Background: an optimization exercise with open tools, aiming at small area and a short achievable clock period. Do not read the settings as production practice.
RTL that was checked went through simulation tests only; none was proved equivalent to the original.
The RTL of runs 1 to 3 was laid out without a check of its function.
Power figures rest on the tool's default switching activity, not on a simulated workload.

**design/flow/design.v**
```verilog
package cd_pkg;
    localparam logic [3:0] CSR_DIV      = 4'd0;
    localparam logic [3:0] CSR_FILTER   = 4'd1;
    localparam logic [3:0] CSR_STATUS   = 4'd2;
    localparam logic [3:0] CSR_INT_MASK = 4'd3;
    localparam logic [3:0] CSR_TX_DATA  = 4'd4;
    localparam logic [3:0] CSR_TX_CTRL  = 4'd5;
    localparam logic [3:0] CSR_RX_DATA  = 4'd6;
    localparam logic [3:0] CSR_RX_CTRL  = 4'd7;
    localparam logic [3:0] CSR_RX_LEN   = 4'd8;
    localparam int STAT_RX_PENDING = 0;
    localparam int STAT_TX_PENDING = 1;
    localparam int STAT_RX_ERROR   = 2;    
    localparam int STAT_RX_LOST    = 3;
    localparam int STAT_BUS_IDLE   = 4;
    localparam int    IDLE_BITS = 12;      
    localparam int    MAX_FRAME = 64;
    localparam logic [15:0] DIV_RESET = 16'd15;
    localparam logic [15:0] CRC_INIT  = 16'hffff;
    localparam logic [7:0]  BROADCAST = 8'hff;
    localparam logic [1:0] TX_IDLE = 2'd0;
    localparam logic [1:0] TX_READ = 2'd1;
    localparam logic [1:0] TX_DATA = 2'd2;
    localparam logic [1:0] TX_CRC = 2'd3;
    localparam logic [1:0] SER_IDLE = 2'd0;
    localparam logic [1:0] SER_START = 2'd1;
    localparam logic [1:0] SER_DATA = 2'd2;
    localparam logic [1:0] SER_STOP = 2'd3;
    localparam logic [1:0] DES_IDLE = 2'd0;
    localparam logic [1:0] DES_START = 2'd1;
    localparam logic [1:0] DES_DATA = 2'd2;
    localparam logic [1:0] DES_STOP = 2'd3;
endpackage
import cd_pkg::*;
module cd_csr (
    input  logic       clk,
    input  logic       reset,
    input  logic [3:0] csr_address,
    input  logic       csr_read,
    input  logic       csr_write,
    input  logic [31:0]      csr_writedata,
    output logic [31:0]      csr_readdata,
    output logic       irq,
    output logic [15:0]       div,
    output logic [7:0]      filter,
    output logic       tx_wr_en,
    output logic       tx_start,
    input  logic       tx_done,
    input  logic       rx_frame_ok,
    input  logic [5:0]      rx_frame_len,
    input  logic       rx_frame_bad,
    input  logic       rx_frame_drop,
    output logic       rx_rd,
    input  logic [7:0]      rx_rd_byte,      
    output logic       rx_busy,
    input  logic       bus_idle,
    input  logic       bus_idle_n        
);
    logic [4:0] int_mask;
    logic       tx_pending;
    logic       rx_pending;
    logic       rx_error;
    logic       rx_lost;
    logic       rx_release;
    logic [5:0] rx_len;
    logic [15:0] readdata_q;
    logic        irq_q;
    logic [4:0] int_mask_n;
    logic       tx_pending_n;
    logic       rx_pending_n;
    logic       rx_error_n;
    logic       rx_lost_n;
    assign tx_wr_en   = csr_write && csr_address == CSR_TX_DATA && !tx_pending;
    assign tx_start   = csr_write && csr_address == CSR_TX_CTRL && csr_writedata[0] && !tx_pending;
    assign rx_release = csr_write && csr_address == CSR_RX_CTRL && csr_writedata[0];
    assign rx_rd      = csr_read && csr_address == CSR_RX_DATA;
    assign rx_busy    = rx_pending;
    assign irq        = irq_q;
    assign csr_readdata = {16'd0, readdata_q};
    always_comb begin
        int_mask_n   = int_mask;
        tx_pending_n = tx_pending;
        rx_pending_n = rx_pending;
        rx_error_n   = rx_error;
        rx_lost_n    = rx_lost;
        if (reset) begin
            int_mask_n   = '0;
            tx_pending_n = 1'b0;
            rx_pending_n = 1'b0;
            rx_error_n   = 1'b0;
            rx_lost_n    = 1'b0;
        end else begin
            if (csr_write && csr_address == CSR_INT_MASK) int_mask_n = csr_writedata[4:0];
            if (csr_write && csr_address == CSR_STATUS) begin
                if (csr_writedata[STAT_RX_ERROR]) rx_error_n = 1'b0;
                if (csr_writedata[STAT_RX_LOST]) rx_lost_n = 1'b0;
            end
            if (rx_frame_bad) rx_error_n = 1'b1;
            if (rx_frame_drop) rx_lost_n = 1'b1;
            if (tx_start) tx_pending_n = 1'b1;
            else if (tx_done) tx_pending_n = 1'b0;
            if (rx_frame_ok) rx_pending_n = 1'b1;
            else if (rx_release) rx_pending_n = 1'b0;
        end
    end
    always_ff @(posedge clk) begin
        int_mask   <= int_mask_n;
        tx_pending <= tx_pending_n;
        rx_pending <= rx_pending_n;
        rx_error   <= rx_error_n;
        rx_lost    <= rx_lost_n;
        irq_q      <= |({bus_idle_n, rx_lost_n, rx_error_n, tx_pending_n, rx_pending_n} & int_mask_n);
        if (reset) begin
            div    <= DIV_RESET;
            filter <= '0;
        end else begin
            if (csr_write && csr_address == CSR_DIV) div <= csr_writedata[15:0];
            if (csr_write && csr_address == CSR_FILTER) filter <= csr_writedata[7:0];
        end
        if (rx_frame_ok) rx_len <= rx_frame_len;      
    end
    always_ff @(posedge clk) begin
        case (csr_address)
            CSR_DIV:      readdata_q <= div;
            CSR_FILTER:   readdata_q <= {8'd0, filter};
            CSR_STATUS:   readdata_q <= {11'd0, bus_idle, rx_lost, rx_error, tx_pending, rx_pending};
            CSR_INT_MASK: readdata_q <= {11'd0, int_mask};
            CSR_RX_DATA:  readdata_q <= {8'd0, rx_rd_byte};
            CSR_RX_LEN:   readdata_q <= {10'd0, rx_len};
            default:      readdata_q <= '0;
        endcase
    end
endmodule
import cd_pkg::*;
module cd_tx_buf (
    input  logic       clk,
    input  logic       wr_en,
    input  logic [7:0] row,
    input  logic [7:0] col,
    input  logic [7:0] wr_data,
    output logic [7:0] rd_data
);
    logic [MAX_FRAME-1:0][7:0] mem;
    logic [1:0][7:0]           half;
    logic [1:0][7:0]           half_q;
    always_comb begin
        half = '0;
        for (int j = 0; j < 8; j++) begin
            logic [7:0] r;
            r = '0;
            for (int k = 0; k < 8; k++) r = r | ({8{col[k]}} & mem[8 * j + k]);
            half[j / 4] = half[j / 4] | ({8{row[j]}} & r);
        end
    end
    assign rd_data = half_q[0] | half_q[1];
    always_ff @(posedge clk) begin
        for (int j = 0; j < 8; j++)
            for (int k = 0; k < 8; k++)
                if (wr_en && row[j] && col[k]) mem[8 * j + k] <= wr_data;
        half_q <= half;
    end
endmodule
module cd_rx_buf (
    input  logic       clk,
    input  logic       wr_en,        
    input  logic [7:0] wr_data,
    input  logic       rd,           
    input  logic       tap_set,      
    input  logic [5:0] tap_pos,      
    input  logic [7:0] first,        
    output logic [7:0] cur           
);
    localparam int DEPTH = MAX_FRAME - 2;
    logic [DEPTH-1:0][7:0] ring;
    logic [7:0] row;                 
    logic [7:0] col;                 
    logic [7:0] tap;
    always_comb begin
        tap = '0;
        for (int j = 0; j < 8; j++) begin
            logic [7:0] r;
            r = '0;
            for (int k = 0; k < 8; k++)
                if (8 * j + k < DEPTH) r = r | ({8{col[k]}} & ring[8 * j + k]);
            tap = tap | ({8{row[j]}} & r);
        end
    end
    always_ff @(posedge clk) begin
        if (wr_en || rd) begin
            ring[0] <= wr_en ? wr_data : ring[DEPTH-1];
            for (int i = 1; i < DEPTH; i++) ring[i] <= ring[i-1];
        end
        if (tap_set) begin
            for (int j = 0; j < 8; j++) row[j] <= tap_pos[5:3] == 3'(j);
            for (int k = 0; k < 8; k++) col[k] <= tap_pos[2:0] == 3'(k);
            cur <= first;
        end else if (rd) begin
            cur <= tap;
        end
    end
endmodule
import cd_pkg::*;
module cd_tx_bytes (
    input  logic  clk,
    input  logic  reset,
    input  logic  tx_wr_en,
    input  logic  tx_wr_q,       
    input  logic  tx_start,
    input  logic [7:0] ram_rd_data,
    output logic [7:0] ram_row,      
    output logic [7:0] ram_col,      
    output logic  tx_done,
    output logic [7:0] bytes_data,
    output logic  bytes_valid,
    output logic  bytes_last,
    output logic  bytes_crc,
    input  logic  bytes_ack,
    input  logic  crc_bit_en,
    input  logic  crc_bit
);
    logic [1:0] state;
    logic [5:0] pos;
    logic [15:0] crc;
    logic      crc_hi;
    logic      last;
    logic      ack_q;        
    assign bytes_valid = (state == TX_DATA) || (state == TX_CRC);
    assign bytes_crc   = (state == TX_CRC);
    assign bytes_data  = (state == TX_CRC) ? (crc_hi ? crc[15:8] : crc[7:0]) : ram_rd_data;
    assign bytes_last  = (state == TX_CRC) && crc_hi;
    assign last        = (pos == 6'd1);
    always_ff @(posedge clk) begin
        if (tx_start) begin
            crc <= CRC_INIT;
        end else if (crc_bit_en) begin
            crc <= (crc >> 1) ^ ((crc[0] ^ crc_bit) ? 16'ha001 : 16'h0000);
        end
        ack_q <= bytes_ack && !reset;
        if (reset || tx_start || (state == TX_DATA && ack_q && last)) begin
            ram_row <= 8'd1;
            ram_col <= 8'd1;
        end else if (tx_wr_q || (state == TX_DATA && ack_q)) begin
            ram_col <= {ram_col[6:0], ram_col[7]};
            if (ram_col[7]) ram_row <= {ram_row[6:0], ram_row[7]};
        end
        if (reset) begin
            state   <= TX_IDLE;
            pos     <= '0;
            crc_hi  <= 1'b0;
            tx_done <= 1'b0;
        end else begin
            tx_done <= bytes_ack && state == TX_CRC && crc_hi;
            if (tx_wr_en) pos <= pos + 1'b1;
            case (state)
                TX_IDLE: if (tx_start) begin
                    crc_hi <= 1'b0;
                    state  <= TX_READ;
                end
                TX_READ: state <= TX_DATA;   
                TX_DATA: if (ack_q) begin
                    pos   <= pos - 1'b1;
                    state <= last ? TX_CRC : TX_READ;
                end
                TX_CRC: if (ack_q) begin
                    crc_hi <= 1'b1;
                    if (crc_hi) state <= TX_IDLE;
                end
                default: state <= TX_IDLE;
            endcase
        end
    end
endmodule
import cd_pkg::*;
module cd_tx_ser (
    input  logic clk,
    input  logic reset,
    input  logic [15:0] div,
    input  logic bus_idle,
    output logic tx,
    input  logic [7:0] bytes_data,
    input  logic  bytes_valid,
    input  logic  bytes_last,
    input  logic  bytes_crc,
    output logic  bytes_ack,
    output logic  crc_bit_en,    
    output logic  crc_bit
);
    logic [1:0] state, state_n;
    logic [15:0]       cnt;
    logic [2:0] bitn;
    logic [7:0]      shreg, shreg_n;
    logic       in_frame;    
    logic       bit_end;
    logic       load;
    logic       is_crc;      
    assign bit_end = (cnt == div);
    assign load = bytes_valid && ((state == SER_IDLE && (in_frame || bus_idle)) ||
                                  (state == SER_STOP && bit_end && in_frame));
    assign bytes_ack = load;
    assign crc_bit = shreg[0];
    always_comb begin
        state_n = state;
        shreg_n = shreg;
        if (reset) begin
            state_n = SER_IDLE;
        end else if (load) begin
            shreg_n = bytes_data;
            state_n = SER_START;
        end else begin
            case (state)
                SER_START: if (bit_end) state_n = SER_DATA;
                SER_DATA: if (bit_end) begin
                    shreg_n = shreg >> 1;     
                    if (bitn == 3'd7) state_n = SER_STOP;
                end
                SER_STOP: if (bit_end) state_n = SER_IDLE;
                default: ;
            endcase
        end
    end
    always_ff @(posedge clk) begin
        state <= state_n;
        shreg <= shreg_n;
        tx    <= (state_n == SER_START) ? 1'b0 : (state_n == SER_DATA) ? shreg_n[0] : 1'b1;
        crc_bit_en <= !reset && ((load && !bytes_crc) ||
                                 (state == SER_DATA && bit_end && bitn != 3'd7 && !is_crc));
        cnt <= (state == SER_IDLE || bit_end) ? '0 : cnt + 1'b1;
        if (reset) begin
            bitn     <= '0;
            in_frame <= 1'b0;
        end else begin
            if (load) begin
                in_frame <= !bytes_last;
                is_crc   <= bytes_crc;
            end else if (state == SER_DATA && bit_end) begin
                bitn <= bitn + 1'b1;
            end
        end
    end
endmodule
import cd_pkg::*;
module cd_rx_des (
    input  logic clk,
    input  logic reset,
    input  logic [15:0] div,
    input  logic rx,
    output logic [7:0] bytes_data,
    output logic  bytes_strobe,
    output logic  bytes_frame_end,
    output logic  bytes_bus_idle,
    output logic  bytes_bus_idle_n      
);
    logic [1:0] state;
    logic [1:0] rx_sync;
    logic       rxd;
    logic [15:0] cnt;        
    logic [3:0] bitn;        
    logic [7:0] shreg;
    logic       got_byte;    
    logic       eq_full;     
    logic       eq_half;     
    logic       at_end;      
    logic       idle_done;   
    assign rxd = rx_sync[1];
    assign bytes_data = shreg;
    assign eq_full = (cnt == div);
    assign eq_half = (cnt == (div >> 1));
    assign at_end = (state == DES_START) ? eq_half : eq_full;
    assign idle_done = state == DES_IDLE && rxd && !bytes_bus_idle && eq_full &&
                       bitn == 4'(IDLE_BITS - 1);
    always_comb begin
        bytes_bus_idle_n = bytes_bus_idle;
        if (reset || state != DES_IDLE || !rxd) bytes_bus_idle_n = 1'b0;
        else if (idle_done) bytes_bus_idle_n = 1'b1;
    end
    always_ff @(posedge clk) begin
        shreg          <= (state == DES_DATA && eq_full) ? {rxd, shreg[7:1]} : shreg;
        bytes_bus_idle <= bytes_bus_idle_n;
        if (reset) begin
            rx_sync         <= 2'b11;
            state           <= DES_IDLE;
            cnt             <= '0;
            bitn            <= '0;
            got_byte        <= 1'b0;
            bytes_strobe    <= 1'b0;
            bytes_frame_end <= 1'b0;
        end else begin
            rx_sync         <= {rx_sync[0], rx};
            bytes_strobe    <= 1'b0;
            bytes_frame_end <= idle_done && got_byte;
            cnt             <= at_end ? '0 : cnt + 1'b1;
            case (state)
                DES_IDLE: begin
                    if (!rxd) begin
                        state <= DES_START;
                        cnt   <= '0;
                        bitn  <= '0;
                    end else if (bytes_bus_idle) begin
                        cnt   <= cnt;
                    end else if (eq_full) begin
                        bitn  <= bitn + 1'b1;
                        if (bitn == 4'(IDLE_BITS - 1)) got_byte <= 1'b0;
                    end
                end
                DES_START: if (eq_half) state <= rxd ? DES_IDLE : DES_DATA;      
                DES_DATA: if (eq_full) begin
                    bitn <= bitn + 1'b1;
                    if (bitn[2:0] == 3'd7) state <= DES_STOP;
                end
                DES_STOP: begin
                    bitn <= '0;
                    if (eq_full) begin
                        state        <= DES_IDLE;
                        bytes_strobe <= rxd;     
                        got_byte     <= got_byte | rxd;
                    end
                end
                default: state <= DES_IDLE;
            endcase
        end
    end
endmodule
import cd_pkg::*;
module cd_rx_bytes (
    input  logic  clk,
    input  logic  reset,
    input  logic [7:0] filter,
    input  logic  rx_busy,
    output logic  ram_wr_en,
    output logic [5:0] rx_frame_tap,     
    output logic [7:0] rx_frame_first,   
    output logic [7:0] ram_wr_data,
    output logic  rx_frame_ok,
    output logic [5:0] rx_frame_len,
    output logic  rx_frame_bad,
    output logic  rx_frame_drop,
    input  logic [7:0] bytes_data,
    input  logic  bytes_strobe,
    input  logic  bytes_frame_end,
    input  logic  bytes_bus_idle
);
    function automatic [15:0] crc16_step(input logic [15:0] crc, input logic [7:0] data);
        logic [15:0] c;
        c = crc ^ {8'h00, data};
        for (int i = 0; i < 8; i++) begin
            c = c[0] ? ((c >> 1) ^ 16'ha001) : (c >> 1);
        end
        crc16_step = c;
    endfunction
    logic [6:0] count;
    logic [15:0]       crc;
    logic [7:0]      len_field;
    logic       dest_ok;
    logic       skip;        
    logic       good;
    logic       good_q;      
    assign ram_wr_data = bytes_data;
    always_ff @(posedge clk) begin
        ram_wr_en <= bytes_strobe && !rx_busy && count < 7'(MAX_FRAME - 2);
    end
    assign rx_frame_tap = (count >= 7'(MAX_FRAME - 2)) ? 6'(MAX_FRAME - 4) : 6'(count - 7'd2);
    assign good = (crc == '0) && (count <= 7'(MAX_FRAME)) &&
                  ({2'b00, count} == {1'b0, len_field} + 9'd5);
    assign rx_frame_bad  = bytes_frame_end && !good_q;
    assign rx_frame_drop = bytes_frame_end && good_q && dest_ok && (skip || rx_busy);
    assign rx_frame_ok   = bytes_frame_end && good_q && dest_ok && !(skip || rx_busy);
    assign rx_frame_len  = 6'(count - 7'd2);     
    always_ff @(posedge clk) good_q <= good;
    always_ff @(posedge clk) begin
        if (reset || bytes_frame_end) begin
            count   <= '0;
            crc     <= CRC_INIT;
            dest_ok <= 1'b0;
            skip    <= 1'b0;
        end else if (bytes_strobe) begin
            crc  <= crc16_step(crc, bytes_data);
            skip <= skip | rx_busy;
            if (count != 7'h7f) count <= count + 1'b1;
            if (count == 7'd1) dest_ok <= (bytes_data == filter) || (bytes_data == BROADCAST);
            if (count == 7'd2) len_field <= bytes_data;
            if (count == 7'd0) rx_frame_first <= bytes_data;
        end
    end
endmodule
import cd_pkg::*;
module cdbus (
    input  logic       clk,
    input  logic       reset,
    input  logic [3:0] csr_address,
    input  logic       csr_read,
    input  logic       csr_write,
    input  logic [31:0]      csr_writedata,
    output logic [31:0]      csr_readdata,
    output logic       irq,
    input  logic       rx,
    output logic       tx
);
    logic [7:0] tx_byte_data;
    logic  tx_byte_valid;
    logic  tx_byte_last;
    logic  tx_byte_crc;
    logic  tx_byte_ack;
    logic  tx_crc_bit_en;
    logic  tx_crc_bit;
    logic [7:0] rx_byte_data;
    logic  rx_byte_strobe;
    logic  rx_byte_frame_end;
    logic  rx_byte_bus_idle;
    logic  rx_byte_bus_idle_n;
    logic [15:0]  div;
    logic [7:0] filter;
    logic  tx_wr_en;
    logic  tx_wr_q;          
    logic [7:0] tx_wr_data_q;    
    logic  tx_start;
    logic  tx_done;
    logic [7:0] tx_row;
    logic [7:0] tx_col;
    logic [7:0] tx_rd_data;
    logic  rx_rd;
    logic [7:0] rx_rd_byte;
    logic  rx_busy;
    logic  rx_wr_en;
    logic [5:0] rx_frame_tap;
    logic [7:0] rx_frame_first;
    logic [7:0] rx_wr_data;
    logic  rx_frame_ok;
    logic [5:0] rx_frame_len;
    logic  rx_frame_bad;
    logic  rx_frame_drop;
    cd_csr csr0 (
        .clk, .reset, .csr_address, .csr_read, .csr_write, .csr_writedata,
        .csr_readdata, .irq, .div, .filter, .tx_wr_en, .tx_start,
        .tx_done, .rx_frame_ok, .rx_frame_len, .rx_frame_bad,
        .rx_frame_drop, .rx_rd, .rx_rd_byte, .rx_busy,
        .bus_idle(rx_byte_bus_idle), .bus_idle_n(rx_byte_bus_idle_n)
    );
    always_ff @(posedge clk) begin
        tx_wr_q      <= tx_wr_en;
        tx_wr_data_q <= csr_writedata[7:0];
    end
    cd_tx_buf tx_buf0 (
        .clk, .wr_en(tx_wr_q), .row(tx_row), .col(tx_col), .wr_data(tx_wr_data_q),
        .rd_data(tx_rd_data)
    );
    cd_rx_buf rx_buf0 (
        .clk, .wr_en(rx_wr_en), .wr_data(rx_wr_data), .rd(rx_rd && rx_busy),
        .tap_set(rx_frame_ok), .tap_pos(rx_frame_tap), .first(rx_frame_first),
        .cur(rx_rd_byte)
    );
    cd_tx_bytes tx_bytes0 (
        .clk, .reset, .tx_wr_en, .tx_wr_q, .tx_start, .ram_rd_data(tx_rd_data),
        .ram_row(tx_row), .ram_col(tx_col), .tx_done, .bytes_data(tx_byte_data),
        .bytes_valid(tx_byte_valid), .bytes_last(tx_byte_last), .bytes_crc(tx_byte_crc),
        .bytes_ack(tx_byte_ack), .crc_bit_en(tx_crc_bit_en), .crc_bit(tx_crc_bit)
    );
    cd_tx_ser tx_ser0 (
        .clk, .reset, .div, .bus_idle(rx_byte_bus_idle), .tx, .bytes_data(tx_byte_data),
        .bytes_valid(tx_byte_valid), .bytes_last(tx_byte_last), .bytes_crc(tx_byte_crc),
        .bytes_ack(tx_byte_ack), .crc_bit_en(tx_crc_bit_en), .crc_bit(tx_crc_bit)
    );
    cd_rx_des rx_des0 (
        .clk, .reset, .div, .rx, .bytes_data(rx_byte_data), .bytes_strobe(rx_byte_strobe),
        .bytes_frame_end(rx_byte_frame_end), .bytes_bus_idle(rx_byte_bus_idle),
        .bytes_bus_idle_n(rx_byte_bus_idle_n)
    );
    cd_rx_bytes rx_bytes0 (
        .clk, .reset, .filter, .rx_busy, .ram_wr_en(rx_wr_en), .rx_frame_tap, .rx_frame_first,
        .ram_wr_data(rx_wr_data), .rx_frame_ok, .rx_frame_len, .rx_frame_bad,
        .rx_frame_drop, .bytes_data(rx_byte_data), .bytes_strobe(rx_byte_strobe),
        .bytes_frame_end(rx_byte_frame_end), .bytes_bus_idle(rx_byte_bus_idle)
    );
endmodule
```
**design/flow/flow/run.sh**
```bash
#!/bin/bash
# The standard layout, with the port buffers made from a plain buffer
# (buf_4) rather than the default delay buffer, so that paths from the
# inputs and to the outputs are not slowed by the port buffers.
set -euo pipefail
export BUFFER_PORTS_ARGS="-buffer_cell sky130_fd_sc_hd__buf_4"
bash standard.sh > standard.log 2>&1
```
**design/flow/standard.sh**
```bash
#!/bin/bash
# synth_recipe.tcl (not shown) runs the flow's synth.tcl, then flattens the netlist and writes it again
# the make line also repeats each setting of config.mk as NAME=value (left out here)
make -C /OpenROAD-flow-scripts/flow DESIGN_CONFIG=/design/flow/config.mk WORK_HOME=/design/flow/orfs CLKGATE_MAP_FILE= SYNTH_SCRIPT=/design/flow/synth_recipe.tcl "${@:-finish}"
```
**design/flow/config.mk**
```make
export PLATFORM = sky130hd
export DESIGN_NAME = cdbus
export DESIGN_NICKNAME = cdbus
export VERILOG_FILES = /design/flow/design.v
export SDC_FILE = /design/flow/constraint.sdc
export NUM_CORES = 4
export LEC_CHECK = 0
export CAP_MARGIN = 20
export CORE_MARGIN = 2
export CORE_UTILIZATION = 70
export CTS_BUF_LIST = sky130_fd_sc_hd__clkbuf_16
export CTS_CLUSTER_DIAMETER = 100
export CTS_CLUSTER_SIZE = 25
export SETUP_SLACK_MARGIN = 2.8
export SLEW_MARGIN = 20
```
**design/flow/constraint.sdc**
```tcl
create_clock -name core_clock -period 5.0 [get_ports {clk}]
set_input_delay 1.0000 -clock core_clock [delete_from_list [all_inputs] [get_ports {clk}]]
set_output_delay 1.0000 -clock core_clock [all_outputs]
set_load 0.01 [all_outputs]
```
==> results of run 1 <==
## area by class of cell
| type | count | share of cell area (%) |
|---|---|---|
| clock buffer | 57 | 2.76 |
| multi-input combinational | 1666 | 21.8 |
| timing repair buffer | 138 | 2.69 |
| sequential | 1268 | 70.2 |
| inverter | 21 | 0.160 |
| clock inverter | 35 | 0.296 |
| timing repair inverter | 1 | 0.00970 |
| tap | 873 | 2.12 |
## metal layers
layer / routed length (um) / vias to the layer above
li1: - / 12400
met1: 44400 / 14500
met2: 50900 / 1636
met3: 10800 / 199
met4: 2820 / 0
met5: 0 / -
## power by group through the flow
stage | registers [mW] | clock network [mW] | logic [mW]
floorplan | 11.7 | 0 | 0.141
global placement | 11.7 | 0 | 0.180
detailed placement | 11.7 | 0 | 0.188
CTS | 11.5 | 5.19 | 0.193
global route | 11.5 | 5.51 | 0.218
finish | 11.5 | 5.13 | 0.202
## sequential cells by signal, summed over array words and instances, names as in the netlist, 6 cells and up, named ones only
name                      flops
tx_bytes0.crc                16
rx_buf0.row                   8
tx_wr_data_q                  8
rx_bytes0.rx_frame_first      8
rx_bytes0.crc                16
tx_bytes0.ram_row             8
tx_bytes0.ram_col             8
rx_buf0.col                   8
csr0.filter                   8
tx_ser0.cnt                  16
rx_bytes0.len_field           8
rx_buf0.ring                496
tx_bytes0.pos                 6
rx_des0.shreg                 8
csr0.readdata_q              16
rx_des0.cnt                  16
tx_buf0.half_q               16
tx_buf0.mem                 512
csr0.div                     16
tx_ser0.shreg                 8
rx_bytes0.count               7
rx_buf0.cur                   8
csr0.rx_len                   6
## timing repair
item,in CTS,in global routing
hold endpoints to repair,0,0
cloned,5,3
resized for setup,74,71
pin swaps,9,21
hold buffers,0,0
setup endpoints to repair,737,354
setup buffers,28,17
## cell families (layout without fill, tap and decap cells)
kind of cell | Yosys count | count (layout) | synth area share, %
compound gates | 755 | 755 | 11.2
buf+inv | 256 | 252 | 2.15
simple gates | 701 | 704 | 7.51
other cells | 1 | 16 | 0.00782
mux | 53 | 53 | 1.14
flops | 1268 | 1268 | 75.3
fa+ha+maj | 20 | 20 | 0.522
xor+xnor | 118 | 118 | 2.21
## final timing paths
path                       end  slack [ps]  cells past startpoint
max          tx_buf0.half_q[6]        2800                      5
max reg2reg  tx_buf0.half_q[6]        2800                      5
min reg2reg  rx_buf0.ring[366]         450                      0
min          rx_buf0.ring[366]         450                      0
## stage by stage
stage	util, %	worst slack, ps
after floorplan	-	-490
after global placement	72.6	1610
after detailed placement	72.6	1500
after CTS	75.7	2700
after global routing	76.4	2760
final	76.4	2800
## worst max-delay path, cell delays in order, from the launching register on
cell and delay, ps:
dfxtp_2 470, clkbuf_8 410, a22oi_1 360, nand4_1 200, a22oi_1 470, nand2_1 120
## cell usage after synthesis (2+ instances only)
master	instances	area (um2)
edfxtp_1	1070	32100
a22oi_1	579	4350
nand2_1	203	762
dfxtp_1	198	3960
clkbuf_1	171	642
nand4_1	148	926
nor2_1	102	383
a21oi_1	87	435
and3_1	75	469
xnor2_1	70	613
nand3_1	56	280
xor2_1	46	403
mux2i_1	41	410
buf_1	39	146
o21ai_0	32	160
nor3_1	25	125
inv_1	21	78.8
ha_1	20	250
and2_1	19	119
buf_4	16	120
nor4_1	16	100
mux2_2	12	135
a211oi_1	10	75.1
and4_1	10	87.6
nand2b_1	10	62.6
nor2b_1	10	62.6
o31ai_1	10	75.1
a31oi_1	7	43.8
or2_2	6	37.5
buf_2	5	25.0
nor3b_1	5	37.5
o211ai_1	5	37.5
clkbuf_2	4	20.0
o21ai_1	4	20.0
o22ai_1	4	25.0
or3_1	4	25.0
a311oi_1	3	26.3
a41oi_1	3	26.3
a32oi_1	2	17.5
nand4b_1	2	17.5
xnor3_1	2	45.0
==> run summary, run 1 <==
- Outcome: no timing/DRC/antenna violations
- LEAKAGE: 15.6 nW
- CP Data Arrival Time: 2710 ps
- Die height: 266 um
- Max Root-Sink Buffers: 3
- DP HPWL: 61,600 um
- Setup crit end kind: flip-flop
- CTS tree: done
- Final GP Congestion: 0.885
- Worst vdd ir: 314 uV
- Worst r2r src: tx_bytes0.ram_col[7]
- DP Cell Count: 3,914
- Reg power frac: 68.2%
- Initial antenna violation count: 0
- Setup TNS Final: 0 ps
- Share of layout cells above drive strength 1: 10.3%
- DRC viols: 0
- Grt met1 use: 45.9%
- Clk pwr share: 30.6%
- Gr busiest metal: met2
- Max Fclk: 455 MHz
- Post-synthesis sequential area ratio: 75.3%
- Vias: 28,700
- Clock sink count: 1,268
- Clock skew: 29.2 ps
- Starting Density: 71.0%
- Ant. Diodes: 0
- CP Data Required Time: 5510 ps
- Multi-input logic area: 0.0112 mm2
- Most frequent cells in the layout: edfxtp_1 (1,070), a22oi_1 (577), nand2_1 (199)
- Finish-stage setup viols: 0
- Largest net degree at the start of global routing: 67
- Final Hold Vio Count: 0
- Internal power: 13.5 mW
- Flops & latches, synth: 1,268
- Hold Crit Class: flip-flop to flip-flop
- Commonest non-fill, non-tap cell in the layout: edfxtp_1
- CP Launch Point: tx_bytes0.ram_col[7]
- Tightest Pin Transition: 916 ps
- Crit Path Category: flip-flop to flip-flop
- Logic gate share of total power: 1.2%
- Core area: 0.0675 mm2
- Fill count: 3,918
- Sw Pwr: 3.27 mW
- Met3 Use GR: 4.55%
- Slew HR: 38.8%
- Met2 global-route usage: 46.9%
- Cells after Synth: 3,172
- Full die area: 0.0706 mm2
- Dominant synthesized flop cell: edfxtp_1
- Cell area after placement: 0.0490 mm2
- Non-Filler Instances: 4,059
- Worst-path fanout max: 60
- Min Clock Period, post-route: 2200 ps
- Final Slew Violations: 0
- H-tree levels: 2
- Net Sw Frac: 19.5%
- Final Cell Area: 0.0516 mm2
- Mapped Area: 0.0480 mm2
- Num CTS Buffers: 56
- Hold Path Origin: rx_buf0.ring[358]
- CTS Root Cell: clkbuf_16
- Chip width: 266 um
- Ys async rst share: 0%
- Gr ovfl total: 0
- Drt via density: 7.07
- Number of global-route vias before repair: 27,900
- Gr usage total: 30.4%
- Tcrit/Tclk final: 44.0%
- Pwr Density: 325 mW/mm2
- Max-cap violations: 0
- Distinct cell type count after synthesis: 61
- DR pass1 iterations: 6
- Avg Cell Area, Syn: 15.1 um2
- Startpoint types: flip-flop
- Routed WL per cell: 26.8 um
- Worst Hold Slack: 449 ps
- Final wirelength: 109,000 um
- Top Ports: 75
- Buffers added on ports: 42
- Synth warn: 8
- DR iter-0 viols: 3,929
- First-pass GRT wire length: 164,000 um
- # rows: 95
- Clock Latency Late Sink: 670 ps
- Area growth syn-to-layout: 7.60%
- CTS clk-pin slew, worst paths: 90 ps
- Total Power: 16.8 mW
- Routed Antenna Nets: 0
- RSZ-0062 raised after global routing: yes
- FF/Latch Area: 0.0362 mm2
- Post-synth EDFFs: 1,070
- Final #Nets: 3,213
==> run 2, diff against run 1 <==
--- a/design/flow/config.mk
+++ b/design/flow/config.mk
@@ -11,5 +11,5 @@
 export CTS_BUF_LIST = sky130_fd_sc_hd__clkbuf_16
 export CTS_CLUSTER_DIAMETER = 100
 export CTS_CLUSTER_SIZE = 25
-export SETUP_SLACK_MARGIN = 2.8
+export SETUP_SLACK_MARGIN = 2.9
 export SLEW_MARGIN = 20
==> run 2 against run 1 <==
  * Largest cell class unchanged
  * Sequential power hardly changed
  * Combinational power is 23% higher
  * First-iteration DRC count is 7.8% lower
==> run summary, run 2 <==
- First-pass GRT wire length: 163,000 um (was 164,000 um)
- Avg Cell Area, Syn: 15.1 um2 (unchanged)
- CTS Root Cell: clkbuf_16 (unchanged)
- Buffers added on ports: 42 (unchanged)
- Worst-path fanout max: 4 (was 60)
- Share of the synthesized area in the top cell type: 67.0% (unchanged)
- Most frequent cells in the layout: edfxtp_1 (1,070), a22oi_1 (570), nand2_1 (188) (was edfxtp_1 (1,070), a22oi_1 (577), nand2_1 (199))
- Count leader, synth: edfxtp_1 (unchanged)
- Worst vdd ir: 327 uV (was 314 uV)
- Initial antenna violation count: 1 (was 0)
- Biggest regs: tx_buf0.mem (512), rx_buf0.ring (496) (unchanged)
- Startpoint types: flip-flop (unchanged)
- Synth warn: 8 (unchanged)
- Final wirelength: 110,000 um (was 109,000 um)
- Leading area contributor after synthesis: edfxtp_1 (unchanged)
- Die height: 266 um (unchanged)
- Distinct cell type count after synthesis: 61 (unchanged)
- Final Slew Violations: 0 (unchanged)
- Post-synth EDFFs: 1,070 (unchanged)
- Largest Register: tx_buf0.mem (unchanged)
- RSZ-0062 raised after global routing: yes (unchanged)
- Full die area: 0.0706 mm2 (unchanged)
- Max-cap violations: 0 (unchanged)
- Area growth syn-to-layout: 9.37% (was 7.60%)
- Max Fclk: 459 MHz (was 455 MHz)
- Final Hold Vio Count: 0 (unchanged)
- Setup crit end kind: flip-flop (unchanged)
- Synth top area cells: edfxtp_1 (67%), a22oi_1 (9.1%), dfxtp_1 (8.3%) (unchanged)
- Final #Nets: 3,246 (was 3,213)
- Final Cell Area: 0.0525 mm2 (was 0.0516 mm2)
- Commonest non-fill, non-tap cell in the layout: edfxtp_1 (unchanged)
- Ys async rst share: 0% (unchanged)
- CP Data Required Time: 5580 ps (was 5510 ps)
- Final GP Congestion: 0.858 (was 0.885)
- Total Power: 16.8 mW (about the same)
- Clock skew: 21.3 ps (was 29.2 ps)
- Vias: 28,700 (about the same)
- Gr usage total: 30.3% (was 30.4%)
- DR pass1 iterations: 6 (unchanged)
- Number of global-route vias before repair: 27,900 (about the same)
- CTS tree: done (unchanged)
- Crit Path Category: flip-flop to flip-flop (unchanged)
- Largest net degree at the start of global routing: 84 (was 67)
- Share of layout cells above drive strength 1: 13.7% (was 10.3%)
- Routed Antenna Nets: 0 (unchanged)
- LEAKAGE: 15.9 nW (was 15.6 nW)
- Gr ovfl total: 0 (unchanged)
- Clock sink count: 1,268 (unchanged)
- Tightest Pin Transition: 873 ps (was 916 ps)
- Mapped Area: 0.0480 mm2 (unchanged)
- Chip width: 266 um (unchanged)
- H-tree levels: 2 (unchanged)
- # rows: 95 (unchanged)
- Tcrit/Tclk final: 43.6% (was 44.0%)
- Clock Latency Late Sink: 660 ps (was 670 ps)
- Max reg flops: 512 (unchanged)
- Min Clock Period, post-route: 2180 ps (was 2200 ps)
- Pwr Density: 320 mW/mm2 (was 325 mW/mm2)
- DR iter-0 viols: 3,624 (was 3,929)
- Finish-stage setup viols: 0 (unchanged)
- Outcome: no timing/DRC/antenna violations (unchanged)
- Cts hold-fix bufs: 0 (unchanged)
- Post-synthesis sequential area ratio: 75.3% (unchanged)
- Num CTS Buffers: 56 (unchanged)
- DRC viols: 0 (unchanged)
- Most instantiated cells after synthesis: edfxtp_1 (1,070), a22oi_1 (579), nand2_1 (203), dfxtp_1 (198), clkbuf_1 (171) (unchanged)
- Max Root-Sink Buffers: 3 (unchanged)
- Cells after Synth: 3,172 (unchanged)
- Drt via density: 7.01 (was 7.07)
- Top Ports: 75 (unchanged)
- Starting Density: 71.0% (unchanged)
- Routed WL per cell: 26.8 um (about the same)
- DP HPWL: 60,900 um (was 61,600 um)
- Flops & latches, synth: 1,268 (unchanged)
- Hold Crit Class: flip-flop to flip-flop (unchanged)
- CP Data Arrival Time: 2760 ps (was 2710 ps)
- Slew HR: 41.7% (was 38.8%)
- Core area: 0.0675 mm2 (unchanged)
- CTS clk-pin slew, worst paths: 100 ps (was 90 ps)
- Cell area after placement: 0.0491 mm2 (was 0.0490 mm2)
- Dominant synthesized flop cell: edfxtp_1 (unchanged)
==> run 2: cell counts after synthesis <==
Identical to the previous run, type by type.
==> run 2: power by group <==
part / leakage (nW) / switching, mW / internal, mW / total (mW)
Clock: 0.892 / 3.06 / 2.08 / 5.14
Sequential: 10.3 / 0.0635 / 11.4 / 11.4
Combinational: 4.75 / 0.162 / 0.0859 / 0.248
Total: 15.9 / 3.29 / 13.5 / 16.8
==> run 2: stage by stage <==
stage | utilization [%] | std cells | hold slack (ps) | setup slack, ps | setup TNS [ps]
2_1_floorplan | - | 3187 | 389 | -490 | -242800
3_3_place_gp | 72.6 | 3907 | 429 | 1690 | 0
3_5_place_dp | 72.7 | 3907 | 434 | 1610 | 0
4_1_cts | 76.5 | 4055 | 443 | 2860 | 0
5_1_grt | 77.7 | 4093 | 456 | 2690 | 0
6_report | 77.7 | 4093 | 444 | 2820 | 0
==> run 2: cell families after synthesis <==
family | count (synthesis) | synth area share, %
DFF | 1268 | 75.3
AOI/OAI and AO/OA | 755 | 11.2
and+or+nand+nor | 701 | 7.51
buffers and inverters | 256 | 2.15
xor gates and xnor gates | 118 | 2.21
muxes | 53 | 1.14
adders and majority gates | 20 | 0.522
other | 1 | 0.00782
==> run 2: per-layer routing <==
layer	GRT usage (%)	share of wire, %	wire length, um	up-vias
met4	9.03	3.0	3310	0
met2	50.4	49	53800	1492
met5	0	0	0	-
met1	43.0	40	43500	14500
li1	-	-	-	12500
met3	3.62	8.3	9080	210
==> run 2: area by class of cell <==
class                   count  area (um2)
flip-flops and latches   1268       36300
fillers                  3824       15100
multi-input cells        1666       11400
repair buffers            171        1970
clock buffers              57        1430
well taps                 873        1090
clock inverters            35         153
inverters                  21        86.3
repair inverters            1        5.00
diodes                      1        2.50
==> run 2: path summary, 6_finish.rpt <==
check               startpoint                 to  slack [ps]  depth (start not counted)
min          rx_buf0.ring[302]  rx_buf0.ring[310]         440                          0
min reg2reg  rx_buf0.ring[302]  rx_buf0.ring[310]         440                          0
max reg2reg        csr0.div[8]         tx_ser0.tx        2820                          6
max                csr0.div[8]         tx_ser0.tx        2820                          6
==> run 2: what timing repair did <==
action / CTS / global route
setup endpoints to repair: 979 / 654
pin swaps: 15 / 33
resized for setup: 142 / 122
setup buffers: 47 / 28
gates cloned: 9 / 9
==> run 2: worst max-delay path: stages, from the launching register on <==
cell	delay, ps
dfxtp_4	380
xnor2_2	150
nand4_1	150
or4_4	610
or4_4	440
mux2i_2	170
a22oi_1	200
==> run 3, diff against run 2 <==
--- a/design/flow/design.v
+++ b/design/flow/design.v
@@ -163,40 +163,53 @@
 module cd_rx_buf (
     input  logic       clk,
     input  logic       wr_en,        
+    input  logic [5:0] wr_slot,
     input  logic [7:0] wr_data,
     input  logic       rd,           
-    input  logic       tap_set,      
-    input  logic [5:0] tap_pos,      
-    input  logic [7:0] first,        
-    output logic [7:0] cur           
+    input  logic       start,        
+    output logic [7:0] rd_data       
 );
-    localparam int DEPTH = MAX_FRAME - 2;
-    logic [DEPTH-1:0][7:0] ring;
+    logic [MAX_FRAME-1:0][7:0] drum;
+    logic [5:0] t;
+    logic [7:0] wbyte;               
+    logic [5:0] wslot;
+    logic       wpend;
+    logic [5:0] wpos;                
+    logic       wnow;
+    logic [5:0] q;                   
+    logic [5:0] q_n;
     logic [7:0] row;                 
     logic [7:0] col;                 
-    logic [7:0] tap;
+    assign wpos = t + 6'd1 + wslot;
+    assign wnow = wpend && wpos[2:0] == 3'd0;
+    assign q_n  = start ? t + 6'd1 : q + 6'd1 + 6'(rd);
     always_comb begin
-        tap = '0;
+        rd_data = '0;
         for (int j = 0; j < 8; j++) begin
             logic [7:0] r;
             r = '0;
-            for (int k = 0; k < 8; k++)
-                if (8 * j + k < DEPTH) r = r | ({8{col[k]}} & ring[8 * j + k]);
-            tap = tap | ({8{row[j]}} & r);
+            for (int k = 0; k < 8; k++) r = r | ({8{col[k]}} & drum[8 * j + k]);
+            rd_data = rd_data | ({8{row[j]}} & r);
         end
     end
     always_ff @(posedge clk) begin
-        if (wr_en || rd) begin
-            ring[0] <= wr_en ? wr_data : ring[DEPTH-1];
-            for (int i = 1; i < DEPTH; i++) ring[i] <= ring[i-1];
-        end
-        if (tap_set) begin
-            for (int j = 0; j < 8; j++) row[j] <= tap_pos[5:3] == 3'(j);
-            for (int k = 0; k < 8; k++) col[k] <= tap_pos[2:0] == 3'(k);
-            cur <= first;
-        end else if (rd) begin
-            cur <= tap;
-        end
+        t <= t + 1'b1;
+        for (int i = 0; i < MAX_FRAME; i++) begin
+            if (i % 8 == 0 && wnow && wpos[5:3] == 3'(i / 8))
+                drum[i] <= wbyte;
+            else
+                drum[i] <= drum[(i + MAX_FRAME - 1) % MAX_FRAME];
+        end
+        if (wr_en) begin
+            wbyte <= wr_data;
+            wslot <= wr_slot;
+            wpend <= 1'b1;
+        end else if (wnow) begin
+            wpend <= 1'b0;
+        end
+        q <= q_n;
+        for (int j = 0; j < 8; j++) row[j] <= q_n[5:3] == 3'(j);
+        for (int k = 0; k < 8; k++) col[k] <= q_n[2:0] == 3'(k);
     end
 endmodule
 import cd_pkg::*;
@@ -297,6 +310,7 @@
     assign load = bytes_valid && ((state == SER_IDLE && (in_frame || bus_idle)) ||
                                   (state == SER_STOP && bit_end && in_frame));
     assign bytes_ack = load;
+    assign crc_bit_en = state == SER_DATA && bit_end && !is_crc;
     assign crc_bit = shreg[0];
     always_comb begin
         state_n = state;
@@ -322,8 +336,6 @@
         state <= state_n;
         shreg <= shreg_n;
         tx    <= (state_n == SER_START) ? 1'b0 : (state_n == SER_DATA) ? shreg_n[0] : 1'b1;
-        crc_bit_en <= !reset && ((load && !bytes_crc) ||
-                                 (state == SER_DATA && bit_end && bitn != 3'd7 && !is_crc));
         cnt <= (state == SER_IDLE || bit_end) ? '0 : cnt + 1'b1;
         if (reset) begin
             bitn     <= '0;
@@ -427,8 +439,7 @@
     input  logic [7:0] filter,
     input  logic  rx_busy,
     output logic  ram_wr_en,
-    output logic [5:0] rx_frame_tap,     
-    output logic [7:0] rx_frame_first,   
+    output logic [5:0] ram_wr_slot,
     output logic [7:0] ram_wr_data,
     output logic  rx_frame_ok,
     output logic [5:0] rx_frame_len,
@@ -454,11 +465,9 @@
     logic       skip;        
     logic       good;
     logic       good_q;      
+    assign ram_wr_en   = bytes_strobe && !rx_busy && count < 7'(MAX_FRAME);
+    assign ram_wr_slot = count[5:0];
     assign ram_wr_data = bytes_data;
-    always_ff @(posedge clk) begin
-        ram_wr_en <= bytes_strobe && !rx_busy && count < 7'(MAX_FRAME - 2);
-    end
-    assign rx_frame_tap = (count >= 7'(MAX_FRAME - 2)) ? 6'(MAX_FRAME - 4) : 6'(count - 7'd2);
     assign good = (crc == '0) && (count <= 7'(MAX_FRAME)) &&
                   ({2'b00, count} == {1'b0, len_field} + 9'd5);
     assign rx_frame_bad  = bytes_frame_end && !good_q;
@@ -478,7 +487,6 @@
             if (count != 7'h7f) count <= count + 1'b1;
             if (count == 7'd1) dest_ok <= (bytes_data == filter) || (bytes_data == BROADCAST);
             if (count == 7'd2) len_field <= bytes_data;
-            if (count == 7'd0) rx_frame_first <= bytes_data;
         end
     end
 endmodule
@@ -521,8 +529,7 @@
     logic [7:0] rx_rd_byte;
     logic  rx_busy;
     logic  rx_wr_en;
-    logic [5:0] rx_frame_tap;
-    logic [7:0] rx_frame_first;
+    logic [5:0] rx_wr_slot;
     logic [7:0] rx_wr_data;
     logic  rx_frame_ok;
     logic [5:0] rx_frame_len;
@@ -544,9 +551,8 @@
         .rd_data(tx_rd_data)
     );
     cd_rx_buf rx_buf0 (
-        .clk, .wr_en(rx_wr_en), .wr_data(rx_wr_data), .rd(rx_rd && rx_busy),
-        .tap_set(rx_frame_ok), .tap_pos(rx_frame_tap), .first(rx_frame_first),
-        .cur(rx_rd_byte)
+        .clk, .wr_en(rx_wr_en), .wr_slot(rx_wr_slot), .wr_data(rx_wr_data),
+        .rd(rx_rd && rx_busy), .start(rx_frame_ok), .rd_data(rx_rd_byte)
     );
     cd_tx_bytes tx_bytes0 (
         .clk, .reset, .tx_wr_en, .tx_wr_q, .tx_start, .ram_rd_data(tx_rd_data),
@@ -565,7 +571,7 @@
         .bytes_bus_idle_n(rx_byte_bus_idle_n)
     );
     cd_rx_bytes rx_bytes0 (
-        .clk, .reset, .filter, .rx_busy, .ram_wr_en(rx_wr_en), .rx_frame_tap, .rx_frame_first,
+        .clk, .reset, .filter, .rx_busy, .ram_wr_en(rx_wr_en), .ram_wr_slot(rx_wr_slot),
         .ram_wr_data(rx_wr_data), .rx_frame_ok, .rx_frame_len, .rx_frame_bad,
         .rx_frame_drop, .bytes_data(rx_byte_data), .bytes_strobe(rx_byte_strobe),
         .bytes_frame_end(rx_byte_frame_end), .bytes_bus_idle(rx_byte_bus_idle)
--- a/design/flow/config.mk
+++ b/design/flow/config.mk
@@ -11,5 +11,5 @@
 export CTS_BUF_LIST = sky130_fd_sc_hd__clkbuf_16
 export CTS_CLUSTER_DIAMETER = 100
 export CTS_CLUSTER_SIZE = 25
-export SETUP_SLACK_MARGIN = 2.9
+export SETUP_SLACK_MARGIN = 2.8
 export SLEW_MARGIN = 20
==> run 3 against run 2 <==
  * Combinational power rose to 3.4 times the previous value
  * Critical endpoint is now rx_buf0.drum[390]
  * Still clean on timing, DRC and antenna
  * Via count fell by 4.8%
  * Global-route usage rose by 0.91 points
  * Register-to-register slack got worse by 380 ps
  * Routed wire length fell by 4.2%
  * Sequential share of layout area fell by 3.9 points
  * Fmax fell by 15%
  * Sequential cell count rose by 25
  * Utilization fell by 0.93 points
  * Worst hold slack got worse by 97 ps
  * Worst setup slack got worse by 380 ps
  * Count of clock-buffer cells in the layout rose by 1
==> run summary, run 3 <==
- Outcome: no timing/DRC/antenna violations (unchanged)
- Critical R2R Capture: rx_buf0.drum[390] (was tx_ser0.tx)
- Clock Latency Late Sink: 680 ps (was 660 ps)
- Max Fclk: 391 MHz (was 459 MHz)
- Largest net degree at the start of global routing: 75 (was 84)
- Most instantiated cells after synthesis: dfxtp_1 (737), a22oi_1 (579), edfxtp_1 (556), nand2_1 (169), nand4_1 (162) (was edfxtp_1 (1,070), a22oi_1 (579), nand2_1 (203), dfxtp_1 (198), clkbuf_1 (171))
- CTS tree: done (unchanged)
- Met2 global-route usage: 53.2% (was 50.4%)
- Min Clock Period, post-route: 2560 ps (was 2180 ps)
- CTS Root Cell: clkbuf_16 (unchanged)
- CP Capture Point: rx_buf0.drum[390] (was tx_ser0.tx)
- Buffers added on ports: 42 (unchanged)
- Full die area: 0.0656 mm2 (was 0.0706 mm2)
- Final GP Congestion: 0.863 (was 0.858)
- Core area: 0.0630 mm2 (was 0.0675 mm2)
- H-tree levels: 2 (unchanged)
- First-pass GRT wire length: 159,000 um (was 163,000 um)
- Startpoint types: flip-flop (unchanged)
- Synth Area in Simple Gates: 8.08% (was 7.51%)
- Total Power: 17.4 mW (was 16.8 mW)
- Compound-Gate Fraction of Synth Area: 12.3% (was 11.2%)
- Worst slack, placed: 1830 ps (was 1610 ps)
- DRC viols: 0 (unchanged)
- Worst-path fanout max: 8 (was 4)
- Gr ovfl total: 0 (unchanged)
- Post-synthesis mux area share: 2.94% (was 1.14%)
- Final Slew Violations: 0 (unchanged)
- Max-cap violations: 0 (unchanged)
- Vias: 27,300 (was 28,700)
- DR iter-0 viols: 3,149 (was 3,624)
- Final Hold Vio Count: 0 (unchanged)
- Gr busiest metal: met2 (unchanged)
- CTS clk-pin slew, worst paths: 100 ps (about the same)
- Flops & latches, synth: 1,293 (was 1,268)
- Largest family of logic cells by synthesized area: compound AO/OA/AOI/OAI gates (unchanged)
- Synth top area cells: edfxtp_1 (38%), dfxtp_1 (33%), a22oi_1 (9.8%) (was edfxtp_1 (67%), a22oi_1 (9.1%), dfxtp_1 (8.3%))
- Chip width: 256 um (was 266 um)
- Number of global-route vias before repair: 27,200 (was 27,900)
- Post-synthesis sequential area ratio: 70.7% (was 75.3%)
- Worst r2r src: rx_buf0.t[1] (was csr0.div[8])
- Hold Crit Class: flip-flop to flip-flop (unchanged)
- Drt via density: 6.63 (was 7.01)
- LEAKAGE: 16.7 nW (was 15.9 nW)
- Distinct cell type count after synthesis: 76 (was 61)
- Gr usage total: 31.2% (was 30.3%)
- Num CTS Buffers: 57 (was 56)
- Starting Density: 70.6% (was 71.0%)
- Biggest regs: rx_buf0.drum (512), tx_buf0.mem (512) (was tx_buf0.mem (512), rx_buf0.ring (496))
- Clock skew: 23.0 ps (was 21.3 ps)
- Ys async rst share: 0% (unchanged)
- Clock sink count: 1,293 (was 1,268)
- Cts hold-fix bufs: 0 (unchanged)
- Setup TNS Final: 0 ps (unchanged)
- Share of layout cells above drive strength 1: 12.4% (was 13.7%)
- Routed WL per cell: 25.5 um (was 26.8 um)
- R2r setup slk: 2440 ps (was 2820 ps)
- PnR worst setup slack: 2440 ps (was 2820 ps)
- # rows: 92 (was 95)
- Crit Path Category: flip-flop to flip-flop (unchanged)
- Leading area contributor after synthesis: edfxtp_1 (unchanged)
- Avg Cell Area, Syn: 13.6 um2 (was 15.1 um2)
- Worst R2R Path Depth: 8 (was 6)
- Finish-stage setup viols: 0 (unchanged)
- Cells after Synth: 3,282 (was 3,172)
- Ant. Diodes: 0 (was 1)
- Post-synth EDFFs: 556 (was 1,070)
- CP Launch Point: rx_buf0.t[1] (was csr0.div[8])
- Die height: 256 um (was 266 um)
- Adder-Cell Fraction of Synth Area: 0.833% (was 0.522%)
- DR pass1 iterations: 6 (unchanged)
- CP Data Required Time: 5570 ps (was 5580 ps)
- Area growth syn-to-layout: 8.69% (was 9.37%)
- Setup crit end kind: flip-flop (unchanged)
- Grt met1 use: 42.2% (was 43.0%)
- RSZ-0062 raised after global routing: yes (unchanged)
- Final wirelength: 105,000 um (was 110,000 um)
- Mapped Area: 0.0445 mm2 (was 0.0480 mm2)
- Tcrit/Tclk final: 51.1% (was 43.6%)
- Dominant synthesized flop cell: dfxtp_1 (was edfxtp_1)
- Slew HR: 43.5% (was 41.7%)
- Initial antenna violation count: 1 (unchanged)
- Max Root-Sink Buffers: 3 (unchanged)
- Count leader, synth: dfxtp_1 (was edfxtp_1)
- Pwr Density: 359 mW/mm2 (was 320 mW/mm2)
- Synth warn: 8 (unchanged)
- Commonest non-fill, non-tap cell in the layout: dfxtp_1 (was edfxtp_1)
- Met3 Use GR: 3.33% (was 3.62%)
- DP HPWL: 60,500 um (was 60,900 um)
- Post-Synth XOR/XNOR Area: 2.74% (was 2.21%)
- Top Ports: 75 (unchanged)
- Final #Nets: 3,315 (was 3,246)
- Worst vdd ir: 334 uV (was 327 uV)
- Tightest Pin Transition: 848 ps (was 873 ps)
- Routed Antenna Nets: 0 (unchanged)
- Most frequent cells in the layout: dfxtp_1 (691), a22oi_1 (574), edfxtp_1 (556) (was edfxtp_1 (1,070), a22oi_1 (570), nand2_1 (188))
- Share of the synthesized area in the top cell type: 37.5% (was 67.0%)
- CP Data Arrival Time: 3120 ps (was 2760 ps)
run 3: cell types whose count changed after synthesis, sizes merged, moves of 11 or more:
cell,before,now
mux2,12,66
edfxtp,1070,556
clkbuf,175,161
mux2i,41,54
a21oi,87,69
nand2,203,169
nand3,56,41
dfxtp,198,737
xor2,46,57
nand4,148,163
run 3: worst min path at each step:
stage               depth (start not counted)         startpoint                end
finish                                      0  rx_buf0.drum[196]  rx_buf0.drum[204]
global route                                0  rx_buf0.drum[290]  rx_buf0.drum[298]
CTS                                         0  rx_buf0.drum[196]  rx_buf0.drum[204]
detailed placement                          0  rx_buf0.drum[394]  rx_buf0.drum[402]
global placement                            0  rx_buf0.drum[372]  rx_buf0.drum[380]
floorplan                                   0   rx_buf0.drum[31]   rx_buf0.drum[39]
run 3: critical path, stage by stage, from the launching register on:
cell	delay [ps]
dfxtp_4	370
ha_4	260
fa_2	380
a21o_1	190
a21oi_2	180
xnor2_2	160
and3_4	310
nand3_4	230
mux2_2	350
run 3: repair_timing:
| action | CTS | global route |
|---|---|---|
| endpoints found under the setup margin | 225 | 153 |
| setup buffers | 30 | 26 |
| cloned | 0 | 0 |
| pin swaps | 27 | 31 |
| resized for setup | 64 | 61 |
run 3: report_power, final:
part | internal, mW | leakage [nW] | switching, mW
Clock | 2.12 | 0.884 | 3.07
Combinational | 0.246 | 4.84 | 0.600
Sequential | 11.1 | 11.0 | 0.265
run 3: through the flow:
step	utilization (%)	area, um2	hold slack [ps]	cells
final	76.8	48300	347	4121
after global placement	72.3	45500	333	3976
after global routing	76.8	48300	354	4121
after detailed placement	72.3	45500	336	3976
after floorplan	-	44900	331	3297
after CTS	75.9	47800	349	4095
run 3: area by class of cell:
cell class | instances | area [um2]
multi-input cells | 1742 | 12700
well taps | 846 | 1060
clock inverters | 31 | 153
fillers | 3801 | 14600
flip-flops and latches | 1293 | 31600
inverters | 32 | 124
repair buffers | 119 | 1280
clock buffers | 58 | 1450
run 3: metal layers:
metal	vias to the layer above	part of all wire [%]	routed length [um]
met5	-	0	0
met4	0	3.6	3840
met3	228	6.7	7000
met2	1161	50	52400
met1	13600	40	41900
li1	12300	-	-
run 3: cells by family after synthesis:
logic type	count (synthesis)
flops	1293
xor+xnor	134
fa+ha+maj	29
mux	121
compound gates	761
simple gates	681
other cells	1
buf+inv	262
==> run 4, diff against run 3 <==
--- a/design/flow/design.v
+++ b/design/flow/design.v
@@ -172,17 +172,22 @@
     logic [MAX_FRAME-1:0][7:0] drum;
     logic [5:0] t;
     logic [7:0] wbyte;               
-    logic [5:0] wslot;
     logic       wpend;
     logic [5:0] wpos;                
     logic       wnow;
     logic [5:0] q;                   
     logic [5:0] q_n;
+    logic [5:0] q_1, q_2, t_1;
     logic [7:0] row;                 
     logic [7:0] col;                 
-    assign wpos = t + 6'd1 + wslot;
     assign wnow = wpend && wpos[2:0] == 3'd0;
-    assign q_n  = start ? t + 6'd1 : q + 6'd1 + 6'(rd);
+    assign t_1  = t + 6'd1;
+    assign q_1  = q + 6'd1;
+    assign q_2  = q + 6'd2;
+    assign q_n  = start ? t_1 : rd ? q_2 : q_1;
+    function automatic [7:0] onehot3(input logic [2:0] v);
+        onehot3 = 8'd1 << v;
+    endfunction
     always_comb begin
         rd_data = '0;
         for (int j = 0; j < 8; j++) begin
@@ -202,14 +207,15 @@
         end
         if (wr_en) begin
             wbyte <= wr_data;
-            wslot <= wr_slot;
+            wpos  <= t + 6'd2 + wr_slot;
             wpend <= 1'b1;
-        end else if (wnow) begin
-            wpend <= 1'b0;
+        end else begin
+            wpos  <= wpos + 1'b1;
+            if (wnow) wpend <= 1'b0;
         end
-        q <= q_n;
-        for (int j = 0; j < 8; j++) row[j] <= q_n[5:3] == 3'(j);
-        for (int k = 0; k < 8; k++) col[k] <= q_n[2:0] == 3'(k);
+        q   <= q_n;
+        row <= start ? onehot3(t_1[5:3]) : rd ? onehot3(q_2[5:3]) : onehot3(q_1[5:3]);
+        col <= start ? onehot3(t_1[2:0]) : rd ? onehot3(q_2[2:0]) : onehot3(q_1[2:0]);
     end
 endmodule
 import cd_pkg::*;
==> run 4 against run 3 <==
  * Still clean on timing, DRC and antenna
  * Utilization fell by 1.3 points
  * Global-route usage is 0.75 points lower
  * Critical path depth shrank 1
  * Clock skew rose by 4.2 ps
  * Combinational power shrank 14%
  * Synthesized area about the same
  * Sequential share of layout area increased by 1.0 points
  * Register-to-register slack better by 410 ps
  * Worst hold slack lost 10 ps
  * Non-clock buffer count decreased by 15
  * Largest power group unchanged
  * Highest routed layer unchanged
==> run summary, run 4 <==
- Top Ports: 75 (unchanged)
- Logic gate share of total power: 4.2% (was 4.9%)
- Max Root-Sink Buffers: 3 (unchanged)
- Outcome: no timing/DRC/antenna violations (unchanged)
- Ys async rst share: 0% (unchanged)
- DR iter-0 viols: 2,719 (was 3,149)
- Initial antenna violation count: 2 (was 1)
- CTS clk-pin slew, worst paths: 100 ps (about the same)
- Cell area after placement: 0.0453 mm2 (was 0.0455 mm2)
- Full die area: 0.0656 mm2 (about the same)
- Die height: 256 um (about the same)
- Final GP Congestion: 0.866 (was 0.863)
- Gr ovfl total: 0 (unchanged)
- Worst vdd ir: 420 uV (was 334 uV)
- Hold Crit Class: flip-flop to flip-flop (unchanged)
- Share of layout cells above drive strength 1: 10.0% (was 12.4%)
- Tightest Pin Transition: 1100 ps (was 848 ps)
- Final Core Density: 75.4% (was 76.8%)
- Cts hold-fix bufs: 0 (unchanged)
- CP max-delay cell: dfxtp_2 (was fa_2)
- Internal power: 13.3 mW (was 13.4 mW)
- Max-cap violations: 0 (unchanged)
- Mapped Area: 0.0445 mm2 (about the same)
- Hold Path Origin: rx_buf0.drum[453] (was rx_buf0.drum[196])
- Core area: 0.0630 mm2 (unchanged)
- Leading area contributor after synthesis: edfxtp_1 (unchanged)
- Tcrit/Tclk final: 42.9% (was 51.1%)
- Post-synth EDFFs: 551 (was 556)
- Clk pwr share: 30.2% (was 29.9%)
- Critical path's top delay family: simple AND/OR/NAND/NOR gates (was adder cells)
- Buffers added on ports: 42 (unchanged)
- LEAKAGE: 16.6 nW (was 16.7 nW)
- CTS Root Cell: clkbuf_16 (unchanged)
- H-tree levels: 2 (unchanged)
- CP Data Required Time: 5540 ps (was 5570 ps)
- Worst path bufs/invs: 1 (was 0)
- DRC viols: 0 (unchanged)
- CP Data Arrival Time: 2690 ps (was 3120 ps)
- Routed Antenna Nets: 0 (unchanged)
- Number of global-route vias before repair: 26,800 (was 27,200)
- Clock skew: 27.2 ps (was 23.0 ps)
- Synth top area cells: edfxtp_1 (37%), dfxtp_1 (33%), a22oi_1 (9.8%) (was edfxtp_1 (38%), dfxtp_1 (33%), a22oi_1 (9.8%))
- Area growth syn-to-layout: 6.78% (was 8.69%)
- Cells after Synth: 3,325 (was 3,282)
- # rows: 92 (unchanged)
- Biggest regs: rx_buf0.drum (512), tx_buf0.mem (512) (unchanged)
- DR pass1 iterations: 6 (unchanged)
- Worst-path fanout max: 15 (was 8)
- Starting Density: 70.6% (about the same)
- Critical Path Max Stage Delay: 470 ps (was 380 ps)
- Fill count: 3,920 (was 3,801)
- Sw Pwr: 3.88 mW (was 3.94 mW)
- Clock sink count: 1,293 (unchanged)
- Count leader, synth: dfxtp_1 (unchanged)
- Num CTS Buffers: 57 (unchanged)
- Final Hold Vio Count: 0 (unchanged)
- Startpoint types: flip-flop (unchanged)
- Most frequent cells in the layout: dfxtp_1 (697), a22oi_1 (583), edfxtp_1 (551) (was dfxtp_1 (691), a22oi_1 (574), edfxtp_1 (556))
- Crit Path Category: flip-flop to flip-flop (unchanged)
- Finish-stage setup viols: 0 (unchanged)
- DP HPWL: 60,000 um (was 60,500 um)
- Commonest non-fill, non-tap cell in the layout: dfxtp_1 (unchanged)
- Avg Cell Area, Syn: 13.4 um2 (was 13.6 um2)
- Chip width: 256 um (about the same)
- Distinct cell type count after synthesis: 67 (was 76)
- Max Fclk: 466 MHz (was 391 MHz)
- Synth warn: 8 (unchanged)
- Drt via density: 6.59 (was 6.63)
- Min Clock Period, post-route: 2140 ps (was 2560 ps)
- Share of the synthesized area in the top cell type: 37.2% (was 37.5%)
- Pwr Density: 363 mW/mm2 (was 359 mW/mm2)
- Reg power frac: 65.6% (was 65.2%)
- Routed WL per cell: 24.6 um (was 25.5 um)
- RSZ-0062 raised after global routing: yes (unchanged)
- Flops & latches, synth: 1,293 (unchanged)
- Vias: 27,300 (about the same)
- Post-synthesis sequential area ratio: 70.6% (was 70.7%)
- Worst r2r src: rx_buf0.col[3] (was rx_buf0.t[1])
- Final wirelength: 102,000 um (was 105,000 um)
- Final #Nets: 3,341 (was 3,315)
- Net Sw Frac: 22.5% (was 22.7%)
- First-pass GRT wire length: 156,000 um (was 159,000 um)
- Dominant synthesized flop cell: dfxtp_1 (unchanged)
- Final Slew Violations: 0 (unchanged)
- Setup crit end kind: flip-flop (unchanged)
- Largest net degree at the start of global routing: 70 (was 75)
- CTS tree: done (unchanged)
- PnR worst setup slack: 2860 ps (was 2440 ps)
- CP Launch Point: rx_buf0.col[3] (was rx_buf0.t[1])
- Setup TNS Final: 0 ps (unchanged)
- Worst slack, placed: 1870 ps (was 1830 ps)
- Clock Latency Late Sink: 680 ps (about the same)
- Slew HR: 26.7% (was 43.5%)
- Crit-path cells: buf_4 > a22oi_1 > nand4_1 > a22oi_1 > nand4_1 > nand2_1 > o211ai_1 (was ha_4 > fa_2 > a21o_1 > a21oi_2 > xnor2_2 > and3_4 > nand3_4 > mux2_2)
- Most instantiated cells after synthesis: dfxtp_1 (742), a22oi_1 (583), edfxtp_1 (551), nand2_1 (191), clkbuf_1 (166) (was dfxtp_1 (737), a22oi_1 (579), edfxtp_1 (556), nand2_1 (169), nand4_1 (162))
- Gr usage total: 30.5% (was 31.2%)
- Final Cell Area: 0.0475 mm2 (was 0.0483 mm2)
-- run 4: logic make-up (layout without fill, tap and decap cells) --
logic type,Yosys count,after routing,synth area share [%]
simple gates,728,728,8.43
flops,1293,1293,70.6
fa+ha+maj,36,36,1.03
xor+xnor,150,150,2.99
mux,99,99,2.42
compound gates,742,742,12.0
buf+inv,276,230,2.54
other cells,1,17,0.00843
-- run 4: layer usage --
metal  routed length [um]  global-route usage (%)
met2                49600                    50.9
met3                 6920                    3.45
met1                41700                    41.7
met5                    0                       0
met4                 3610                    11.0
-- run 4: what timing repair did --
item | 4_1_cts | 5_1_grt
resized for setup | 49 | 39
buffers inserted | 12 | 18
setup endpoints to repair | 190 | 116
pin swaps | 7 | 10
-- run 4: power groups by stage --
stage | Sequential [mW] | Combinational, mW | Clock, mW
final | 11.3 | 0.730 | 5.19
after global routing | 11.3 | 0.777 | 5.60
after CTS | 11.3 | 0.710 | 5.25
after detailed placement | 11.5 | 0.681 | 0
after global placement | 11.5 | 0.677 | 0
after floorplan | 11.4 | 0.529 | 0
-- run 4: metrics by stage --
| step | std cells | power, mW | hold WS, ps |
|---|---|---|---|
| floorplan | 3340 | 11.9 | 331 |
| global placement | 4021 | 12.2 | 332 |
| detailed placement | 4021 | 12.2 | 336 |
| CTS | 4122 | 17.2 | 338 |
| global route | 4140 | 17.7 | 347 |
| finish | 4141 | 17.2 | 337 |
-- run 4: worst reg2reg max path: stages, from the launching register on --
cell	delay, ps
dfxtp_2	470
buf_4	290
a22oi_1	200
nand4_1	140
a22oi_1	250
nand4_1	350
nand2_1	200
o211ai_1	120
-- run 4: worst paths after layout --
path,endpoint,slack (ps),cells past startpoint
worst max-delay path,csr0.readdata_q[4],2860,7
worst min register to register,rx_buf0.drum[461],340,0
worst max register to register,csr0.readdata_q[4],2860,7
worst min-delay path,rx_buf0.drum[461],340,0
-- run 4: area by class of cell --
cell class              instances  area, um2  share of cell area, %
clock inverters                32        180                  0.379
clock buffers                  57       1430                   3.00
diodes                          1       2.50                0.00527
well taps                     846       1060                   2.23
inverters                      37        145                  0.306
repair buffers                104        968                   2.04
flip-flops and latches       1293      31500                   66.3
multi-input cells            1771      12200                   25.7

port drivers added, routing unchanged:
Ports are ideal in the flow. The routed layouts listed here were re-timed in OpenROAD. Step 1 (the two cells are an assumption about what drives the block):
set clk [get_ports {clk}]
set_driving_cell -lib_cell sky130_fd_sc_hd__clkbuf_16 $clk
set_driving_cell -lib_cell sky130_fd_sc_hd__buf_2 [delete_from_list [all_inputs] $clk]
Step 2 times the ports against the registers' clock, not the clock port: input delays grow and output delays shrink by t, the midpoint of the rising clock arrivals with the driver on. Slacks: no drivers / after step 1 / after step 2; pairs: no drivers / after step 1.
| run | t (ns) | setup WS [ns] | latest minus earliest clock arrival (ns) | worst register clock-pin slew, ns | pins driven straight from the clock port |
|---|---|---|---|---|---|
| run 1 | 0.724 | 2.801 / 2.801 / 2.169 | 0.033 / 0.033 | 0.10 / 0.10 | 1 |
| run 2 | 0.724 | 2.821 / 2.813 / 2.157 | 0.022 / 0.023 | 0.10 / 0.10 | 1 |
| run 3 | 0.735 | 2.444 / 2.444 / 2.010 | 0.024 / 0.024 | 0.10 / 0.10 | 1 |
| run 4 | 0.730 | 2.856 / 2.793 / 2.177 | 0.033 / 0.033 | 0.10 / 0.10 | 1 |
After both steps setup and hold are still met in every run listed. The setup slack of run 4, which loses most, moves by -0.063 ns with the drivers and by -0.679 ns with both steps.
